Source: an optimization exercise on an open RTL-to-GDS flow (aim: small area, a short achievable clock period and few clock cycles per item). Production flows keep margins and buffers that such runs may drop. Function not checked in this run: the RTL went through the layout flow alone.

--- design/flow/config.mk ---
export PLATFORM = sky130hd
export DESIGN_NAME = link_force_sequencer
export DESIGN_NICKNAME = link_force_sequencer
export VERILOG_FILES = /design/flow/design.v
export SDC_FILE = /design/flow/constraint.sdc
export NUM_CORES = 4
export LEC_CHECK = 0
export CAP_MARGIN = 20
export CORE_MARGIN = 2
export CORE_UTILIZATION = 72
export CTS_BUF_LIST = sky130_fd_sc_hd__clkbuf_16
export CTS_CLUSTER_DIAMETER = 80
export CTS_CLUSTER_SIZE = 30
export SETUP_SLACK_MARGIN = 4.3
export SLEW_MARGIN = 20
--- design/flow/constraint.sdc ---
create_clock -name core_clock -period 8.0 [get_ports {clk}]
set_input_delay 1.6000 -clock core_clock [delete_from_list [all_inputs] [get_ports {clk}]]
set_output_delay 1.6000 -clock core_clock [all_outputs]
set_load 0.01 [all_outputs]
--- design/flow/design.v ---
package mi_pipeline_pkg;
  localparam int SIZE       = 27;
  localparam int ADDR_WIDTH = 4;
  localparam int LINK_WIDTH = 4;
  localparam int K_WIDTH    = 18;
  localparam int FRAC       = 16;
  localparam int CS_LO      = 8;
endpackage
module link_table #(
  parameter int LINK_WIDTH = 4,
  parameter int ADDR_WIDTH = 4,
  parameter int K_WIDTH    = 18
) (
  input  logic                        clk,
  input  logic                        rst_n,
  input  logic                        we,
  input  logic [LINK_WIDTH-1:0]       waddr,
  input  logic [ADDR_WIDTH-1:0]       wmass_a,
  input  logic [ADDR_WIDTH-1:0]       wmass_b,
  input  logic signed [K_WIDTH-1:0]   wk,
  input  logic [LINK_WIDTH-1:0]       raddr,
  output logic                        rvalid,
  output logic signed [K_WIDTH-1:0]   rk,
  input  logic [LINK_WIDTH-1:0]       paddr,
  output logic [2*ADDR_WIDTH-1:0]     pmass,
  output logic [2*ADDR_WIDTH-1:0]     pmass0
);
  localparam int DEPTH = 1 << LINK_WIDTH;
  localparam int MW    = 2 * ADDR_WIDTH;
  logic [DEPTH-1:0]              vld;
  logic [DEPTH-1:0][MW-1:0]      m_ent;
  logic [DEPTH-1:0][K_WIDTH-1:0] k_ent;
  logic [DEPTH-1:0]              rsel;
  logic [DEPTH-1:0]              psel;
  always_ff @(posedge clk or negedge rst_n) begin
    if (!rst_n)
      vld <= '0;
    else if (we)
      vld[waddr] <= 1'b1;
  end
  for (genvar e = 0; e < DEPTH; e++) begin : g_ent
    always_ff @(posedge clk) begin
      if (we && waddr == e) begin
        m_ent[e] <= {wmass_a, wmass_b};
        k_ent[e] <= wk;
      end
    end
    assign rsel[e] = (raddr == e);
    assign psel[e] = (paddr == e);
  end
  assign pmass0 = m_ent[0];
  always_comb begin
    rvalid = 1'b0;
    rk     = '0;
    pmass  = '0;
    for (int e = 0; e < DEPTH; e++) begin
      rvalid = rvalid | (rsel[e] & vld[e]);
      rk     = rk | ({K_WIDTH{rsel[e] & vld[e]}} & k_ent[e]);
      pmass  = pmass | ({MW{psel[e]}} & m_ent[e]);
    end
  end
endmodule
module link_force_sequencer #(
  parameter int SIZE       = mi_pipeline_pkg::SIZE,
  parameter int ADDR_WIDTH = mi_pipeline_pkg::ADDR_WIDTH,
  parameter int LINK_WIDTH = mi_pipeline_pkg::LINK_WIDTH,
  parameter int K_WIDTH    = mi_pipeline_pkg::K_WIDTH,
  parameter int FRAC       = mi_pipeline_pkg::FRAC
) (
  input  logic                      clk,
  input  logic                      rst_n,
  input  logic                      start,
  input  logic [LINK_WIDTH:0]       n_links,
  input  logic                      cfg_we,
  input  logic [LINK_WIDTH-1:0]     cfg_addr,
  input  logic [ADDR_WIDTH-1:0]     cfg_mass_a,
  input  logic [ADDR_WIDTH-1:0]     cfg_mass_b,
  input  logic signed [K_WIDTH-1:0] cfg_k,
  output logic [ADDR_WIDTH-1:0]     r_addr_q1,
  output logic [ADDR_WIDTH-1:0]     r_addr_q2,
  input  logic signed [SIZE-1:0]    q1,
  input  logic signed [SIZE-1:0]    q2,
  output logic                      out_valid,
  input  logic                      out_ready,
  output logic [ADDR_WIDTH-1:0]     out_mass_a,
  output logic [ADDR_WIDTH-1:0]     out_mass_b,
  output logic signed [SIZE-1:0]    out_force,
  output logic                      busy,
  output logic                      done
);
  localparam int PW = SIZE + 1 + K_WIDTH;   
  localparam int HW = PW - FRAC;            
  localparam int ND = K_WIDTH / 2;          
  localparam int LO = mi_pipeline_pkg::CS_LO;
  logic                  active;    
  logic                  zdone;     
  logic                  iss;       
  logic [LINK_WIDTH-1:0] idx;       
  logic [LINK_WIDTH-1:0] idx_d;
  logic [LINK_WIDTH-1:0] pidx;
  logic                  rsm;       
  logic [LINK_WIDTH-1:0] ntx;       
  logic [LINK_WIDTH-1:0] last;      
  logic                  olast;     
  logic                  stall;
  logic                  xfer;
  logic                  issue;
  logic                  fin;
  logic                  start_go;
  logic                  we;
  logic                         t_valid;
  logic        [K_WIDTH-1:0]    t_k;
  logic [2*ADDR_WIDTH-1:0]      t_m;
  logic [2*ADDR_WIDTH-1:0]      t_m0;
  logic [2*ADDR_WIDTH-1:0]      pm;       
  logic [K_WIDTH:0] kx;
  logic [ND-1:0]    b_one;
  logic [ND-1:0]    b_two;
  logic [ND-1:0]    b_neg;
  logic                         s1_valid;
  logic        [SIZE:0]         s1_diff;
  logic [ND-1:0]                s1_one;
  logic [ND-1:0]                s1_two;
  logic [ND-1:0]                s1_neg;
  logic [2*ADDR_WIDTH-1:0]      s1_m;
  logic [PW-1:LO] cs_s;
  logic [PW-1:LO] cs_c;
  logic           cs_cl;
  logic                         s2_valid;
  logic [PW-1:LO]               s2_s;
  logic [PW-1:LO]               s2_c;
  logic                         s2_cl;
  logic [2*ADDR_WIDTH-1:0]      s2_m;
  logic [PW-1:LO]         prod;
  logic [HW-1:0]          hi;
  logic [SIZE-1:0]        force_d;
  assign stall    = out_valid & ~out_ready;
  assign xfer     = out_valid & out_ready;
  assign fin      = out_ready & olast;
  assign done     = fin | zdone;
  assign busy     = active & ~fin;
  assign start_go = start & ~active & (n_links != '0);
  assign issue    = start_go | (iss & ~rsm);
  assign we       = cfg_we & ~active;
  always_comb begin
    if (fin)
      idx_d = '0;
    else if (stall)
      idx_d = ntx + 1'b1;
    else if (issue)
      idx_d = idx + 1'b1;
    else
      idx_d = idx;
  end
  assign pidx = active ? (iss & ~rsm ? idx + 1'b1 : idx) : LINK_WIDTH'(1);
  link_table #(
    .LINK_WIDTH (LINK_WIDTH),
    .ADDR_WIDTH (ADDR_WIDTH),
    .K_WIDTH    (K_WIDTH)
  ) u_table (
    .clk     (clk),
    .rst_n   (rst_n),
    .we      (we),
    .waddr   (cfg_addr),
    .wmass_a (cfg_mass_a),
    .wmass_b (cfg_mass_b),
    .wk      (cfg_k),
    .raddr   (idx),
    .rvalid  (t_valid),
    .rk      (t_k),
    .paddr   (pidx),
    .pmass   (t_m),
    .pmass0  (t_m0)
  );
  always_ff @(posedge clk) begin
    if (we && cfg_addr == idx_d)
      pm <= {cfg_mass_a, cfg_mass_b};
    else if (idx_d == '0)
      pm <= t_m0;
    else
      pm <= t_m;
  end
  assign {r_addr_q1, r_addr_q2} = pm;
  always_ff @(posedge clk or negedge rst_n) begin
    if (!rst_n) begin
      active   <= 1'b0;
      zdone    <= 1'b0;
      iss      <= 1'b0;
      idx      <= '0;
      ntx      <= '0;
      last     <= '0;
      olast    <= 1'b0;
      rsm      <= 1'b0;
      s1_valid <= 1'b0;
      s2_valid <= 1'b0;
    end else begin
      zdone <= start & ~active & (n_links == '0);
      idx   <= idx_d;
      rsm   <= stall;
      if (start_go) begin
        active <= 1'b1;
        last   <= LINK_WIDTH'(n_links - 1'b1);
      end else if (fin) begin
        active <= 1'b0;
      end
      if (!stall)
        olast <= s2_valid & ~fin & ((out_valid ? ntx + 1'b1 : ntx) == last);
      if (fin) begin
        ntx <= '0;
        iss <= 1'b0;
      end else if (stall) begin
        iss      <= (ntx != last);
        s1_valid <= 1'b0;
        s2_valid <= 1'b0;
      end else begin
        if (xfer)
          ntx <= ntx + 1'b1;
        s1_valid <= issue;
        s2_valid <= s1_valid;
        if (issue)
          iss <= start_go ? (n_links > 5'd1) : (idx != last);
      end
    end
  end
  assign kx = {t_k, 1'b0};
  always_comb begin
    for (int j = 0; j < ND; j++) begin
      b_one[j] = kx[2*j+1] ^ kx[2*j];
      b_two[j] = (kx[2*j+2] & ~kx[2*j+1] & ~kx[2*j]) | (~kx[2*j+2] & kx[2*j+1] & kx[2*j]);
      b_neg[j] = kx[2*j+2];
    end
  end
  always_ff @(posedge clk) begin
    s1_diff <= {q2[SIZE-1], q2} - {q1[SIZE-1], q1};
    s1_one  <= b_one;
    s1_two  <= b_two;
    s1_neg  <= b_neg;
    s1_m    <= t_valid ? pm : '0;
  end
  lfs_booth_csa u_mul (
    .diff  (s1_diff),
    .b_one (s1_one),
    .b_two (s1_two),
    .b_neg (s1_neg),
    .s_hi  (cs_s),
    .c_hi  (cs_c),
    .c_lo  (cs_cl)
  );
  always_ff @(posedge clk) begin
    s2_s  <= cs_s;
    s2_c  <= cs_c;
    s2_cl <= cs_cl;
    s2_m  <= s1_m;
  end
  assign prod = s2_s + s2_c + (PW-LO)'(s2_cl);
  assign hi   = prod[PW-1:FRAC];
  always_comb begin
    if (hi[HW-1:SIZE-1] != '0 && hi[HW-1:SIZE-1] != '1)
      force_d = hi[HW-1] ? {1'b1, {(SIZE-1){1'b0}}} : {1'b0, {(SIZE-1){1'b1}}};
    else
      force_d = hi[SIZE-1:0];
  end
  always_ff @(posedge clk or negedge rst_n) begin
    if (!rst_n)
      out_valid <= 1'b0;
    else if (!stall)
      out_valid <= s2_valid & ~fin;
  end
  always_ff @(posedge clk) begin
    if (!stall) begin
      {out_mass_a, out_mass_b} <= s2_m;
      out_force                <= force_d;
    end
  end
endmodule
module lfs_booth_csa (
  input  logic [27:0] diff,
  input  logic [8:0] b_one,
  input  logic [8:0] b_two,
  input  logic [8:0] b_neg,
  output logic [37:0] s_hi,
  output logic [37:0] c_hi,
  output logic        c_lo
);
  logic [28:0] dx;
  logic [8:0] one, two, neg;
  logic [45:0] rs, rc;
  logic [8:0] lo;
  logic [28:0] pp0;
  logic [28:0] pp1;
  logic [28:0] pp2;
  logic [28:0] pp3;
  logic [28:0] pp4;
  logic [28:0] pp5;
  logic [28:0] pp6;
  logic [28:0] pp7;
  logic [28:0] pp8;
  assign dx = {diff[27], diff};
  assign one = b_one;
  assign two = b_two;
  assign neg = b_neg;
  assign pp0 = ({29{one[0]}} & dx | {29{two[0]}} & {dx[27:0], 1'b0}) ^ {29{neg[0]}};
  assign pp1 = ({29{one[1]}} & dx | {29{two[1]}} & {dx[27:0], 1'b0}) ^ {29{neg[1]}};
  assign pp2 = ({29{one[2]}} & dx | {29{two[2]}} & {dx[27:0], 1'b0}) ^ {29{neg[2]}};
  assign pp3 = ({29{one[3]}} & dx | {29{two[3]}} & {dx[27:0], 1'b0}) ^ {29{neg[3]}};
  assign pp4 = ({29{one[4]}} & dx | {29{two[4]}} & {dx[27:0], 1'b0}) ^ {29{neg[4]}};
  assign pp5 = ({29{one[5]}} & dx | {29{two[5]}} & {dx[27:0], 1'b0}) ^ {29{neg[5]}};
  assign pp6 = ({29{one[6]}} & dx | {29{two[6]}} & {dx[27:0], 1'b0}) ^ {29{neg[6]}};
  assign pp7 = ({29{one[7]}} & dx | {29{two[7]}} & {dx[27:0], 1'b0}) ^ {29{neg[7]}};
  assign pp8 = ({29{one[8]}} & dx | {29{two[8]}} & {dx[27:0], 1'b0}) ^ {29{neg[8]}};
  logic s1, c2;
  logic s3, c4;
  logic s5, c6;
  logic s7, c8;
  logic s9, c10;
  logic s11, c12;
  logic s13, c14;
  logic s15, c16;
  logic s17, c18;
  logic s19, c20;
  logic s21, c22;
  logic s23, c24;
  logic s25, c26;
  logic s27, c28;
  logic s29, c30;
  logic s31, c32;
  logic s33, c34;
  logic s35, c36;
  logic s37, c38;
  logic s39, c40;
  logic s41, c42;
  logic s43, c44;
  logic s45, c46;
  logic s47, c48;
  logic s49, c50;
  logic s51, c52;
  logic s53, c54;
  logic s55, c56;
  logic s57, c58;
  logic s59, c60;
  logic s61, c62;
  logic s63, c64;
  logic s65, c66;
  logic s67, c68;
  logic s69, c70;
  logic s71, c72;
  logic s73, c74;
  logic s75, c76;
  logic s77, c78;
  logic s79, c80;
  logic s81, c82;
  logic s83, c84;
  logic s85, c86;
  logic s87, c88;
  logic s89, c90;
  logic s91, c92;
  logic s93, c94;
  logic s95, c96;
  logic s97, c98;
  logic s99, c100;
  logic s101, c102;
  logic s103, c104;
  logic s105, c106;
  logic s107, c108;
  logic s109, c110;
  logic s111, c112;
  logic s113, c114;
  logic s115, c116;
  logic s117, c118;
  logic s119, c120;
  logic s121, c122;
  logic s123, c124;
  logic s125, c126;
  logic s127, c128;
  logic s129, c130;
  logic s131, c132;
  logic s133, c134;
  logic s135, c136;
  logic s137, c138;
  logic s139, c140;
  logic s141, c142;
  logic s143, c144;
  logic s145, c146;
  logic s147, c148;
  logic s149, c150;
  logic s151, c152;
  logic s153, c154;
  logic s155, c156;
  logic s157, c158;
  logic s159, c160;
  logic s161, c162;
  logic s163, c164;
  logic s165, c166;
  logic s167, c168;
  logic s169, c170;
  logic s171, c172;
  logic s173, c174;
  logic s175, c176;
  logic s177, c178;
  logic s179, c180;
  logic s181, c182;
  logic s183, c184;
  logic s185, c186;
  logic s187, c188;
  logic s189, c190;
  logic s191, c192;
  logic s193, c194;
  logic s195, c196;
  logic s197, c198;
  logic s199, c200;
  logic s201, c202;
  logic s203, c204;
  logic s205, c206;
  logic s207, c208;
  logic s209, c210;
  logic s211, c212;
  logic s213, c214;
  logic s215, c216;
  logic s217, c218;
  logic s219, c220;
  logic s221, c222;
  logic s223, c224;
  logic s225, c226;
  logic s227, c228;
  logic s229, c230;
  logic s231, c232;
  logic s233, c234;
  logic s235, c236;
  logic s237, c238;
  logic s239, c240;
  logic s241, c242;
  logic s243, c244;
  logic s245, c246;
  logic s247, c248;
  logic s249, c250;
  logic s251, c252;
  logic s253, c254;
  logic s255, c256;
  logic s257, c258;
  logic s259, c260;
  logic s261, c262;
  logic s263, c264;
  logic s265, c266;
  logic s267, c268;
  logic s269, c270;
  logic s271, c272;
  logic s273, c274;
  logic s275, c276;
  logic s277, c278;
  logic s279, c280;
  logic s281, c282;
  logic s283, c284;
  logic s285, c286;
  logic s287, c288;
  logic s289, c290;
  logic s291, c292;
  logic s293, c294;
  logic s295, c296;
  logic s297, c298;
  logic s299, c300;
  logic s301, c302;
  logic s303, c304;
  logic s305, c306;
  logic s307, c308;
  logic s309, c310;
  logic s311, c312;
  logic s313, c314;
  logic s315, c316;
  logic s317, c318;
  logic s319, c320;
  logic s321, c322;
  logic s323, c324;
  logic s325, c326;
  logic s327, c328;
  logic s329, c330;
  logic s331, c332;
  logic s333, c334;
  logic s335, c336;
  logic s337, c338;
  logic s339, c340;
  logic s341, c342;
  logic s343, c344;
  logic s345, c346;
  logic s347, c348;
  logic s349, c350;
  logic s351, c352;
  logic s353, c354;
  logic s355, c356;
  logic s357, c358;
  logic s359, c360;
  logic s361, c362;
  logic s363, c364;
  logic s365, c366;
  logic s367, c368;
  logic s369, c370;
  logic s371, c372;
  logic s373, c374;
  logic s375, c376;
  logic s377, c378;
  logic s379, c380;
  logic s381, c382;
  logic s383, c384;
  logic s385, c386;
  logic s387, c388;
  logic s389, c390;
  logic s391, c392;
  logic s393, c394;
  logic s395, c396;
  logic s397, c398;
  logic s399, c400;
  logic s401, c402;
  logic s403, c404;
  logic s405, c406;
  logic s407, c408;
  logic s409, c410;
  logic s411, c412;
  logic s413, c414;
  logic s415, c416;
  logic s417, c418;
  logic s419, c420;
  logic s421, c422;
  logic s423, c424;
  logic s425, c426;
  logic s427, c428;
  logic s429, c430;
  logic s431, c432;
  logic s433, c434;
  logic s435, c436;
  logic s437, c438;
  logic s439, c440;
  logic s441, c442;
  logic s443, c444;
  logic s445, c446;
  logic s447, c448;
  assign {c2, s1} = {neg[1]} + {pp0[2]} + {pp1[0]};
  assign s3 = pp0[3] ^ pp1[1];
  assign c4 = pp0[3] & pp1[1];
  assign {c6, s5} = {neg[2]} + {pp0[4]} + {pp1[2]};
  assign s7 = pp2[0] ^ c4;
  assign c8 = pp2[0] & c4;
  assign {c10, s9} = {pp0[5]} + {pp1[3]} + {pp2[1]};
  assign s11 = c6 ^ c8;
  assign c12 = c6 & c8;
  assign {c14, s13} = {neg[3]} + {pp0[6]} + {pp1[4]};
  assign {c16, s15} = {pp2[2]} + {pp3[0]} + {c10};
  assign s17 = s13 ^ c12;
  assign c18 = s13 & c12;
  assign {c20, s19} = {pp0[7]} + {pp1[5]} + {pp2[3]};
  assign {c22, s21} = {pp3[1]} + {c14} + {s19};
  assign s23 = c16 ^ c18;
  assign c24 = c16 & c18;
  assign {c26, s25} = {neg[4]} + {pp0[8]} + {pp1[6]};
  assign {c28, s27} = {pp2[4]} + {pp3[2]} + {pp4[0]};
  assign {c30, s29} = {c20} + {s25} + {s27};
  assign {c32, s31} = {c22} + {c24} + {s29};
  assign {c34, s33} = {pp0[9]} + {pp1[7]} + {pp2[5]};
  assign {c36, s35} = {pp3[3]} + {pp4[1]} + {c26};
  assign {c38, s37} = {c28} + {s33} + {c30};
  assign {c40, s39} = {s35} + {c32} + {s37};
  assign {c42, s41} = {neg[5]} + {pp0[10]} + {pp1[8]};
  assign {c44, s43} = {pp2[6]} + {pp3[4]} + {pp4[2]};
  assign {c46, s45} = {pp5[0]} + {c34} + {s41};
  assign {c48, s47} = {s43} + {c36} + {s45};
  assign s49 = c38 ^ s47;
  assign c50 = c38 & s47;
  assign {c52, s51} = {pp0[11]} + {pp1[9]} + {pp2[7]};
  assign {c54, s53} = {pp3[5]} + {pp4[3]} + {pp5[1]};
  assign {c56, s55} = {c42} + {c44} + {s51};
  assign {c58, s57} = {s53} + {c46} + {s55};
  assign s59 = c48 ^ s57;
  assign c60 = c48 & s57;
  assign {c62, s61} = {neg[6]} + {pp0[12]} + {pp1[10]};
  assign {c64, s63} = {pp2[8]} + {pp3[6]} + {pp4[4]};
  assign {c66, s65} = {pp5[2]} + {pp6[0]} + {c52};
  assign {c68, s67} = {c54} + {s61} + {s63};
  assign {c70, s69} = {c56} + {s65} + {s67};
  assign s71 = c58 ^ s69;
  assign c72 = c58 & s69;
  assign {c74, s73} = {pp0[13]} + {pp1[11]} + {pp2[9]};
  assign {c76, s75} = {pp3[7]} + {pp4[5]} + {pp5[3]};
  assign {c78, s77} = {pp6[1]} + {c62} + {c64};
  assign {c80, s79} = {s73} + {s75} + {c66};
  assign {c82, s81} = {c68} + {s77} + {s79};
  assign s83 = c70 ^ c72;
  assign c84 = c70 & c72;
  assign {c86, s85} = {neg[7]} + {pp0[14]} + {pp1[12]};
  assign {c88, s87} = {pp2[10]} + {pp3[8]} + {pp4[6]};
  assign {c90, s89} = {pp5[4]} + {pp6[2]} + {pp7[0]};
  assign {c92, s91} = {c74} + {c76} + {s85};
  assign {c94, s93} = {s87} + {s89} + {c78};
  assign {c96, s95} = {s91} + {c80} + {s93};
  assign s97 = c82 ^ s95;
  assign c98 = c82 & s95;
  assign {c100, s99} = {pp0[15]} + {pp1[13]} + {pp2[11]};
  assign {c102, s101} = {pp3[9]} + {pp4[7]} + {pp5[5]};
  assign {c104, s103} = {pp6[3]} + {pp7[1]} + {c86};
  assign {c106, s105} = {c88} + {c90} + {s99};
  assign {c108, s107} = {s101} + {c92} + {s103};
  assign {c110, s109} = {s105} + {c94} + {s107};
  assign s111 = c96 ^ s109;
  assign c112 = c96 & s109;
  assign {c114, s113} = {neg[8]} + {pp0[16]} + {pp1[14]};
  assign {c116, s115} = {pp2[12]} + {pp3[10]} + {pp4[8]};
  assign {c118, s117} = {pp5[6]} + {pp6[4]} + {pp7[2]};
  assign {c120, s119} = {pp8[0]} + {c100} + {c102};
  assign {c122, s121} = {s113} + {s115} + {s117};
  assign {c124, s123} = {c104} + {c106} + {s119};
  assign {c126, s125} = {s121} + {c108} + {s123};
  assign s127 = c110 ^ s125;
  assign c128 = c110 & s125;
  assign {c130, s129} = {pp0[17]} + {pp1[15]} + {pp2[13]};
  assign {c132, s131} = {pp3[11]} + {pp4[9]} + {pp5[7]};
  assign {c134, s133} = {pp6[5]} + {pp7[3]} + {pp8[1]};
  assign {c136, s135} = {c114} + {c116} + {c118};
  assign {c138, s137} = {s129} + {s131} + {s133};
  assign {c140, s139} = {c120} + {c122} + {s135};
  assign {c142, s141} = {s137} + {c124} + {s139};
  assign s143 = c126 ^ s141;
  assign c144 = c126 & s141;
  assign {c146, s145} = {pp0[18]} + {pp1[16]} + {pp2[14]};
  assign {c148, s147} = {pp3[12]} + {pp4[10]} + {pp5[8]};
  assign {c150, s149} = {pp6[6]} + {pp7[4]} + {pp8[2]};
  assign {c152, s151} = {c130} + {c132} + {c134};
  assign {c154, s153} = {s145} + {s147} + {s149};
  assign {c156, s155} = {c136} + {c138} + {s151};
  assign {c158, s157} = {s153} + {c140} + {s155};
  assign s159 = c142 ^ s157;
  assign c160 = c142 & s157;
  assign {c162, s161} = {pp0[19]} + {pp1[17]} + {pp2[15]};
  assign {c164, s163} = {pp3[13]} + {pp4[11]} + {pp5[9]};
  assign {c166, s165} = {pp6[7]} + {pp7[5]} + {pp8[3]};
  assign {c168, s167} = {c146} + {c148} + {c150};
  assign {c170, s169} = {s161} + {s163} + {s165};
  assign {c172, s171} = {c152} + {c154} + {s167};
  assign {c174, s173} = {s169} + {c156} + {s171};
  assign s175 = c158 ^ s173;
  assign c176 = c158 & s173;
  assign {c178, s177} = {pp0[20]} + {pp1[18]} + {pp2[16]};
  assign {c180, s179} = {pp3[14]} + {pp4[12]} + {pp5[10]};
  assign {c182, s181} = {pp6[8]} + {pp7[6]} + {pp8[4]};
  assign {c184, s183} = {c162} + {c164} + {c166};
  assign {c186, s185} = {s177} + {s179} + {s181};
  assign {c188, s187} = {c168} + {c170} + {s183};
  assign {c190, s189} = {s185} + {c172} + {s187};
  assign s191 = c174 ^ s189;
  assign c192 = c174 & s189;
  assign {c194, s193} = {pp0[21]} + {pp1[19]} + {pp2[17]};
  assign {c196, s195} = {pp3[15]} + {pp4[13]} + {pp5[11]};
  assign {c198, s197} = {pp6[9]} + {pp7[7]} + {pp8[5]};
  assign {c200, s199} = {c178} + {c180} + {c182};
  assign {c202, s201} = {s193} + {s195} + {s197};
  assign {c204, s203} = {c184} + {c186} + {s199};
  assign {c206, s205} = {s201} + {c188} + {s203};
  assign s207 = c190 ^ s205;
  assign c208 = c190 & s205;
  assign {c210, s209} = {pp0[22]} + {pp1[20]} + {pp2[18]};
  assign {c212, s211} = {pp3[16]} + {pp4[14]} + {pp5[12]};
  assign {c214, s213} = {pp6[10]} + {pp7[8]} + {pp8[6]};
  assign {c216, s215} = {c194} + {c196} + {c198};
  assign {c218, s217} = {s209} + {s211} + {s213};
  assign {c220, s219} = {c200} + {c202} + {s215};
  assign {c222, s221} = {s217} + {c204} + {s219};
  assign s223 = c206 ^ s221;
  assign c224 = c206 & s221;
  assign {c226, s225} = {pp0[23]} + {pp1[21]} + {pp2[19]};
  assign {c228, s227} = {pp3[17]} + {pp4[15]} + {pp5[13]};
  assign {c230, s229} = {pp6[11]} + {pp7[9]} + {pp8[7]};
  assign {c232, s231} = {c210} + {c212} + {c214};
  assign {c234, s233} = {s225} + {s227} + {s229};
  assign {c236, s235} = {c216} + {c218} + {s231};
  assign {c238, s237} = {s233} + {c220} + {s235};
  assign s239 = c222 ^ s237;
  assign c240 = c222 & s237;
  assign {c242, s241} = {pp0[24]} + {pp1[22]} + {pp2[20]};
  assign {c244, s243} = {pp3[18]} + {pp4[16]} + {pp5[14]};
  assign {c246, s245} = {pp6[12]} + {pp7[10]} + {pp8[8]};
  assign {c248, s247} = {c226} + {c228} + {c230};
  assign {c250, s249} = {s241} + {s243} + {s245};
  assign {c252, s251} = {c232} + {c234} + {s247};
  assign {c254, s253} = {s249} + {c236} + {s251};
  assign s255 = c238 ^ s253;
  assign c256 = c238 & s253;
  assign {c258, s257} = {pp0[25]} + {pp1[23]} + {pp2[21]};
  assign {c260, s259} = {pp3[19]} + {pp4[17]} + {pp5[15]};
  assign {c262, s261} = {pp6[13]} + {pp7[11]} + {pp8[9]};
  assign {c264, s263} = {c242} + {c244} + {c246};
  assign {c266, s265} = {s257} + {s259} + {s261};
  assign {c268, s267} = {c248} + {c250} + {s263};
  assign {c270, s269} = {s265} + {c252} + {s267};
  assign s271 = c254 ^ s269;
  assign c272 = c254 & s269;
  assign {c274, s273} = {pp0[26]} + {pp1[24]} + {pp2[22]};
  assign {c276, s275} = {pp3[20]} + {pp4[18]} + {pp5[16]};
  assign {c278, s277} = {pp6[14]} + {pp7[12]} + {pp8[10]};
  assign {c280, s279} = {c258} + {c260} + {c262};
  assign {c282, s281} = {s273} + {s275} + {s277};
  assign {c284, s283} = {c264} + {c266} + {s279};
  assign {c286, s285} = {s281} + {c268} + {s283};
  assign s287 = c270 ^ s285;
  assign c288 = c270 & s285;
  assign {c290, s289} = {pp0[27]} + {pp1[25]} + {pp2[23]};
  assign {c292, s291} = {pp3[21]} + {pp4[19]} + {pp5[17]};
  assign {c294, s293} = {pp6[15]} + {pp7[13]} + {pp8[11]};
  assign {c296, s295} = {c274} + {c276} + {c278};
  assign {c298, s297} = {s289} + {s291} + {s293};
  assign {c300, s299} = {c280} + {c282} + {s295};
  assign {c302, s301} = {s297} + {c284} + {s299};
  assign s303 = c286 ^ s301;
  assign c304 = c286 & s301;
  assign {c306, s305} = {1'b1} + {~pp0[28]} + {pp1[26]};
  assign {c308, s307} = {pp2[24]} + {pp3[22]} + {pp4[20]};
  assign {c310, s309} = {pp5[18]} + {pp6[16]} + {pp7[14]};
  assign {c312, s311} = {pp8[12]} + {c290} + {c292};
  assign {c314, s313} = {c294} + {s305} + {s307};
  assign {c316, s315} = {s309} + {c296} + {c298};
  assign {c318, s317} = {s311} + {s313} + {c300};
  assign {c320, s319} = {s315} + {c302} + {s317};
  assign {c322, s321} = {1'b1} + {pp1[27]} + {pp2[25]};
  assign {c324, s323} = {pp3[23]} + {pp4[21]} + {pp5[19]};
  assign {c326, s325} = {pp6[17]} + {pp7[15]} + {pp8[13]};
  assign {c328, s327} = {c306} + {c308} + {c310};
  assign {c330, s329} = {s321} + {s323} + {s325};
  assign {c332, s331} = {c312} + {c314} + {s327};
  assign {c334, s333} = {s329} + {c316} + {s331};
  assign s335 = c318 ^ s333;
  assign c336 = c318 & s333;
  assign {c338, s337} = {~pp1[28]} + {pp2[26]} + {pp3[24]};
  assign {c340, s339} = {pp4[22]} + {pp5[20]} + {pp6[18]};
  assign {c342, s341} = {pp7[16]} + {pp8[14]} + {c322};
  assign {c344, s343} = {c324} + {c326} + {s337};
  assign {c346, s345} = {s339} + {c328} + {c330};
  assign {c348, s347} = {s341} + {s343} + {c332};
  assign {c350, s349} = {s345} + {c334} + {s347};
  assign {c352, s351} = {1'b1} + {pp2[27]} + {pp3[25]};
  assign {c354, s353} = {pp4[23]} + {pp5[21]} + {pp6[19]};
  assign {c356, s355} = {pp7[17]} + {pp8[15]} + {c338};
  assign {c358, s357} = {c340} + {s351} + {s353};
  assign {c360, s359} = {c342} + {c344} + {s355};
  assign {c362, s361} = {s357} + {c346} + {s359};
  assign s363 = c348 ^ s361;
  assign c364 = c348 & s361;
  assign {c366, s365} = {~pp2[28]} + {pp3[26]} + {pp4[24]};
  assign {c368, s367} = {pp5[22]} + {pp6[20]} + {pp7[18]};
  assign {c370, s369} = {pp8[16]} + {c352} + {c354};
  assign {c372, s371} = {s365} + {s367} + {c356};
  assign {c374, s373} = {c358} + {s369} + {c360};
  assign {c376, s375} = {s371} + {c362} + {s373};
  assign {c378, s377} = {1'b1} + {pp3[27]} + {pp4[25]};
  assign {c380, s379} = {pp5[23]} + {pp6[21]} + {pp7[19]};
  assign {c382, s381} = {pp8[17]} + {c366} + {c368};
  assign {c384, s383} = {s377} + {s379} + {c370};
  assign {c386, s385} = {s381} + {c372} + {s383};
  assign s387 = c374 ^ s385;
  assign c388 = c374 & s385;
  assign {c390, s389} = {~pp3[28]} + {pp4[26]} + {pp5[24]};
  assign {c392, s391} = {pp6[22]} + {pp7[20]} + {pp8[18]};
  assign {c394, s393} = {c378} + {c380} + {s389};
  assign {c396, s395} = {s391} + {c382} + {s393};
  assign {c398, s397} = {c384} + {s395} + {c386};
  assign {c400, s399} = {1'b1} + {pp4[27]} + {pp5[25]};
  assign {c402, s401} = {pp6[23]} + {pp7[21]} + {pp8[19]};
  assign {c404, s403} = {c390} + {c392} + {s399};
  assign {c406, s405} = {s401} + {c394} + {s403};
  assign s407 = c396 ^ s405;
  assign c408 = c396 & s405;
  assign {c410, s409} = {~pp4[28]} + {pp5[26]} + {pp6[24]};
  assign {c412, s411} = {pp7[22]} + {pp8[20]} + {c400};
  assign {c414, s413} = {c402} + {s409} + {c404};
  assign {c416, s415} = {s411} + {c406} + {s413};
  assign {c418, s417} = {1'b1} + {pp5[27]} + {pp6[25]};
  assign {c420, s419} = {pp7[23]} + {pp8[21]} + {c410};
  assign {c422, s421} = {s417} + {c412} + {s419};
  assign s423 = c414 ^ s421;
  assign c424 = c414 & s421;
  assign {c426, s425} = {~pp5[28]} + {pp6[26]} + {pp7[24]};
  assign {c428, s427} = {pp8[22]} + {c418} + {s425};
  assign {c430, s429} = {c420} + {s427} + {c422};
  assign {c432, s431} = {1'b1} + {pp6[27]} + {pp7[25]};
  assign {c434, s433} = {pp8[23]} + {c426} + {s431};
  assign s435 = c428 ^ s433;
  assign c436 = c428 & s433;
  assign {c438, s437} = {~pp6[28]} + {pp7[26]} + {pp8[24]};
  assign {c440, s439} = {c432} + {s437} + {c434};
  assign {c442, s441} = {1'b1} + {pp7[27]} + {pp8[25]};
  assign s443 = c438 ^ s441;
  assign c444 = c438 & s441;
  assign {c446, s445} = {~pp7[28]} + {pp8[26]} + {c442};
  assign s447 = 1'b1 ^ pp8[27];
  assign c448 = 1'b1 & pp8[27];
  assign rs[0] = pp0[0];
  assign rc[0] = neg[0];
  assign rs[1] = pp0[1];
  assign rc[1] = 1'b0;
  assign rs[2] = s1;
  assign rc[2] = 1'b0;
  assign rs[3] = c2;
  assign rc[3] = s3;
  assign rs[4] = s5;
  assign rc[4] = s7;
  assign rs[5] = s9;
  assign rc[5] = s11;
  assign rs[6] = s15;
  assign rc[6] = s17;
  assign rs[7] = s21;
  assign rc[7] = s23;
  assign rs[8] = s31;
  assign rc[8] = 1'b0;
  assign rs[9] = s39;
  assign rc[9] = 1'b0;
  assign rs[10] = c40;
  assign rc[10] = s49;
  assign rs[11] = c50;
  assign rc[11] = s59;
  assign rs[12] = c60;
  assign rc[12] = s71;
  assign rs[13] = s81;
  assign rc[13] = s83;
  assign rs[14] = c84;
  assign rc[14] = s97;
  assign rs[15] = c98;
  assign rc[15] = s111;
  assign rs[16] = c112;
  assign rc[16] = s127;
  assign rs[17] = c128;
  assign rc[17] = s143;
  assign rs[18] = c144;
  assign rc[18] = s159;
  assign rs[19] = c160;
  assign rc[19] = s175;
  assign rs[20] = c176;
  assign rc[20] = s191;
  assign rs[21] = c192;
  assign rc[21] = s207;
  assign rs[22] = c208;
  assign rc[22] = s223;
  assign rs[23] = c224;
  assign rc[23] = s239;
  assign rs[24] = c240;
  assign rc[24] = s255;
  assign rs[25] = c256;
  assign rc[25] = s271;
  assign rs[26] = c272;
  assign rc[26] = s287;
  assign rs[27] = c288;
  assign rc[27] = s303;
  assign rs[28] = c304;
  assign rc[28] = s319;
  assign rs[29] = c320;
  assign rc[29] = s335;
  assign rs[30] = c336;
  assign rc[30] = s349;
  assign rs[31] = c350;
  assign rc[31] = s363;
  assign rs[32] = c364;
  assign rc[32] = s375;
  assign rs[33] = c376;
  assign rc[33] = s387;
  assign rs[34] = c388;
  assign rc[34] = s397;
  assign rs[35] = c398;
  assign rc[35] = s407;
  assign rs[36] = c408;
  assign rc[36] = s415;
  assign rs[37] = c416;
  assign rc[37] = s423;
  assign rs[38] = c424;
  assign rc[38] = s429;
  assign rs[39] = c430;
  assign rc[39] = s435;
  assign rs[40] = c436;
  assign rc[40] = s439;
  assign rs[41] = c440;
  assign rc[41] = s443;
  assign rs[42] = c444;
  assign rc[42] = s445;
  assign rs[43] = c446;
  assign rc[43] = s447;
  assign rs[44] = ~pp8[28];
  assign rc[44] = c448;
  assign rs[45] = 1'b1;
  assign rc[45] = 1'b0;
  assign lo = {1'b0, rs[7:0]} + {1'b0, rc[7:0]};
  assign c_lo = lo[8];
  assign s_hi = rs[45:8];
  assign c_hi = rc[45:8];
endmodule
--- design/flow/flow/run.sh ---
#!/bin/bash
# The standard layout (standard.sh), with the port buffers that
# buffer_ports inserts made sky130_fd_sc_hd__buf_2 cells.
set -euo pipefail
bash standard.sh "BUFFER_PORTS_ARGS=-buffer_cell sky130_fd_sc_hd__buf_2" finish > standard_make.log 2>&1
--- design/flow/standard.sh ---
#!/bin/bash
# synth_recipe.tcl (not shown) runs the flow's synth.tcl, then flattens the netlist and writes it again
# the make line also repeats each setting of config.mk as NAME=value (left out here)
make -C /OpenROAD-flow-scripts/flow DESIGN_CONFIG=/design/flow/config.mk WORK_HOME=/design/flow/orfs CLKGATE_MAP_FILE= SYNTH_SCRIPT=/design/flow/synth_recipe.tcl "${@:-finish}"
==> run summary <==
==> stage by stage <==
stage | instances | setup slack, ps | area, µm² | hold WS, ps
floorplan | 2726 | 4260 | 34500 | 310
global placement | 3340 | 3690 | 35600 | 311
detailed placement | 3341 | 3500 | 35700 | 313
CTS | 3397 | 4300 | 36800 | 341
global route | 3401 | 4280 | 37000 | 352
finish | 3401 | 4320 | 37000 | 340
==> kinds of logic (layout without fill, tap and decap cells) <==
logic type	count (synthesis)	count (layout)	synth area share, %
flip-flops	639	639	50.9
buffers and inverters	359	418	4.05
other	0	1	0
AO/OA/AOI/OAI	698	698	15.0
adder cells (fa/ha/maj)	303	303	15.1
XOR/XNOR	340	340	8.69
AND/OR/NAND/NOR	367	367	5.56
multiplexers	20	20	0.667
==> state kept, by name (all words and copies together), names as in the netlist, 8 cells and up <==
| name | cells |
|---|---|
| u_table.k_ent | 288 |
| s2_m | 8 |
| u_table.m_ent | 128 |
| s2_c | 35 |
| s1_m | 8 |
| s1_one | 9 |
| u_table.vld | 16 |
| pm | 8 |
| s1_two | 9 |
| s1_neg | 9 |
| out_force | 27 |
| s2_s | 37 |
| s1_diff | 28 |
==> worst paths after layout <==
check | slack [ps] | cells past startpoint | from | endpoint
worst max register to register | 4350 | 9 | s1_diff[11] | s2_c[7]
worst max-delay path | 4320 | 3 | out_ready | busy
max in group asynchronous | 6370 | 1 | rst_n | u_table.vld[2]
worst min register to register | 340 | 0 | s1_m[7] | s2_m[7]
min in group asynchronous | 1020 | 1 | rst_n | active
worst min-delay path | 340 | 0 | s1_m[7] | s2_m[7]
==> layer usage <==
metal | routed length (µm) | vias up | global-route usage (%)
met5 | 57 | - | 0.684
met1 | 31700 | 11472 | 45.4
li1 | - | 10036 | -
met3 | 9110 | 349 | 6.94
met2 | 43300 | 1504 | 59.1
met4 | 4580 | 4 | 17.8
==> synthesized netlist by cell type (all sizes together), types with 10 or more instances <==
master | number | area share (%)
a222oi | 10 | 0.29
and3 | 20 | 0.36
nand3 | 67 | 0.99
a22oi | 345 | 7.5
nor2 | 76 | 0.84
a21oi | 66 | 0.97
mux2 | 17 | 0.58
nor3 | 48 | 0.79
nand2b | 17 | 0.34
clkbuf | 132 | 1.4
inv | 162 | 1.8
fa | 185 | 11
xor2 | 253 | 6.5
nand4 | 14 | 0.25
ha | 118 | 4.3
a221oi | 40 | 1.0
dfxtp | 152 | 8.9
buf | 65 | 0.84
o21a | 13 | 0.31
nand2 | 66 | 0.73
a21o | 61 | 1.3
a22o | 44 | 1.1
xnor2 | 87 | 2.2
edfxtp | 451 | 39
nor2b | 18 | 0.33
dfrtp | 36 | 2.6
o21ai | 50 | 0.78
a31o | 14 | 0.36
==> cell type report <==
cell class	count	area [µm²]	area share (%)
diodes	1	2.50	0.00676
clock buffers	31	776	2.09
clock inverters	25	219	0.591
inverters	162	623	1.68
multi-input cells	1728	15700	42.3
flip-flops and latches	639	17600	47.5
well taps	615	769	2.08
repair buffers	200	1380	3.71
==> repair_timing <==
item                                    4_1_cts  5_1_grt
setup buffers                                 0        3
pin swaps                                     0        3
gates resized for setup                      54       61
endpoints found under the setup margin       51       28
==> flow_summary.toml <==
[status]
outcome = "no timing/DRC/antenna violations"

[global_routing]
grt_max_degree = 52
track_usage_pct = 35.7
grt_antenna_before_repair = 2
grt_pass1_vias = 23544
grt_first_pass_wirelength_mm = 135
overflow = 0

[critical_path]
crit_arrival_ps = 2080
cp_slowest_cell = "a21oi_1"
cpPeakStageDelay_ps = 170
crit_type = "input pin to primary output"
path_cells = "buf_8 > a21oi_1 > buf_2"
endpoint_kind = "primary output"
timing.critical_path.from_type = "input pin"
cp_top_family = "buffers and inverters"
worstPathRequired_ps = 6400
cp_max_fo = 12
cp_num_buf_inv = 2

[timing]
final_max_slew_viol_count = 0
fmax_mhz = 272
period_share_pct = 46.0
worst_pin_slew_ps = 1210
setup_tns_ps = 0
relSlewSlack_pct = 18.9
period_needed_ps = 3680
setup_violations = 0
finalHoldViolCount = 0
skew_ps = 71.3
rsz0062_at_grt = "yes"

[clock_tree]
cts.sinks = 639
h-tree-depth = 1
clk_latency_ps = 680
cts_made_buffers = 30
path_clk_slew_ps = 110
clk_path_buf_depth = 3
postCtsHoldBufs = 0
cts_root_buffer = "clkbuf_16"
cts_tree = "done"

[finish]
most-common-layout-cells = "edfxtp_1 (451), a22oi_1 (343), xor2_1 (251), fa_1 (182), inv_1 (170)"
final_nets = 3158
fin_util_pct = 78.1
drive_above_1_share_pct = 13.3
layout_commonest_cell = "edfxtp_1"
fill_cells = 2916
syn_to_final_growth_pct = 7.84

[synth]
avgSynthCellArea_um2 = 12.6
async_flop_share_pct = 5.63
syn_nets = 3123
synth_cell_type_count = 89
synth.ff_latch_count = 639
synth_area_mm2 = 0.0343
synth_cells = 2726
synth_ff_type = "edfxtp_1"
synth_edf_count = 451
ys_seq_area_share_pct = 50.9
yosysWarnings = 2

[route]
vias = 23365
drtIter0Drc = 2881
ant_nets = 0
drc = 0
routed_wl_mm = 88.7
wl_per_cell_um = 26.1
vias_per_cell = 6.87
dr.pass1.iters = 9

[die]
io_pins = 140
dieArea_mm2 = 0.0495
die_y_um = 222
start_util_pct = 72.4
coreArea_mm2 = 0.0474
die-width_um = 222
rows = 80

[placement]
dp_hpwl_mm = 54.5
port_buffers = 139
place_congestion = 0.900

[min_path]
min_path_type = "flip-flop to flip-flop"

[run]
max-cap-violations = 0

## separate check: timing with driven ports
In the flow no input, the clock included, has a driving cell. The finished layout below was timed again as built, in two steps. Step 1, drivers: a clkbuf_16 drives clk and a buf_2 each remaining input, both assumed. Step 2, shift: input delay + t, output delay - t, t = (earliest + latest rising clock arrival at the registers) / 2. This alone moves slack from input paths to output paths. Slacks: ideal ports / drivers / drivers and shift; pairs: ideal ports / drivers.
t, ns: 0.707
setup slack, ns: 4.322 / 4.281 / 3.782
hold slack, ns: 0.340 / 0.340 / 0.340
worst data-port slew with drivers (ns): 0.08
After both steps this run still meets setup and hold. The setup slack of this run moves by -0.041 ns with the drivers and by -0.540 ns with both steps.
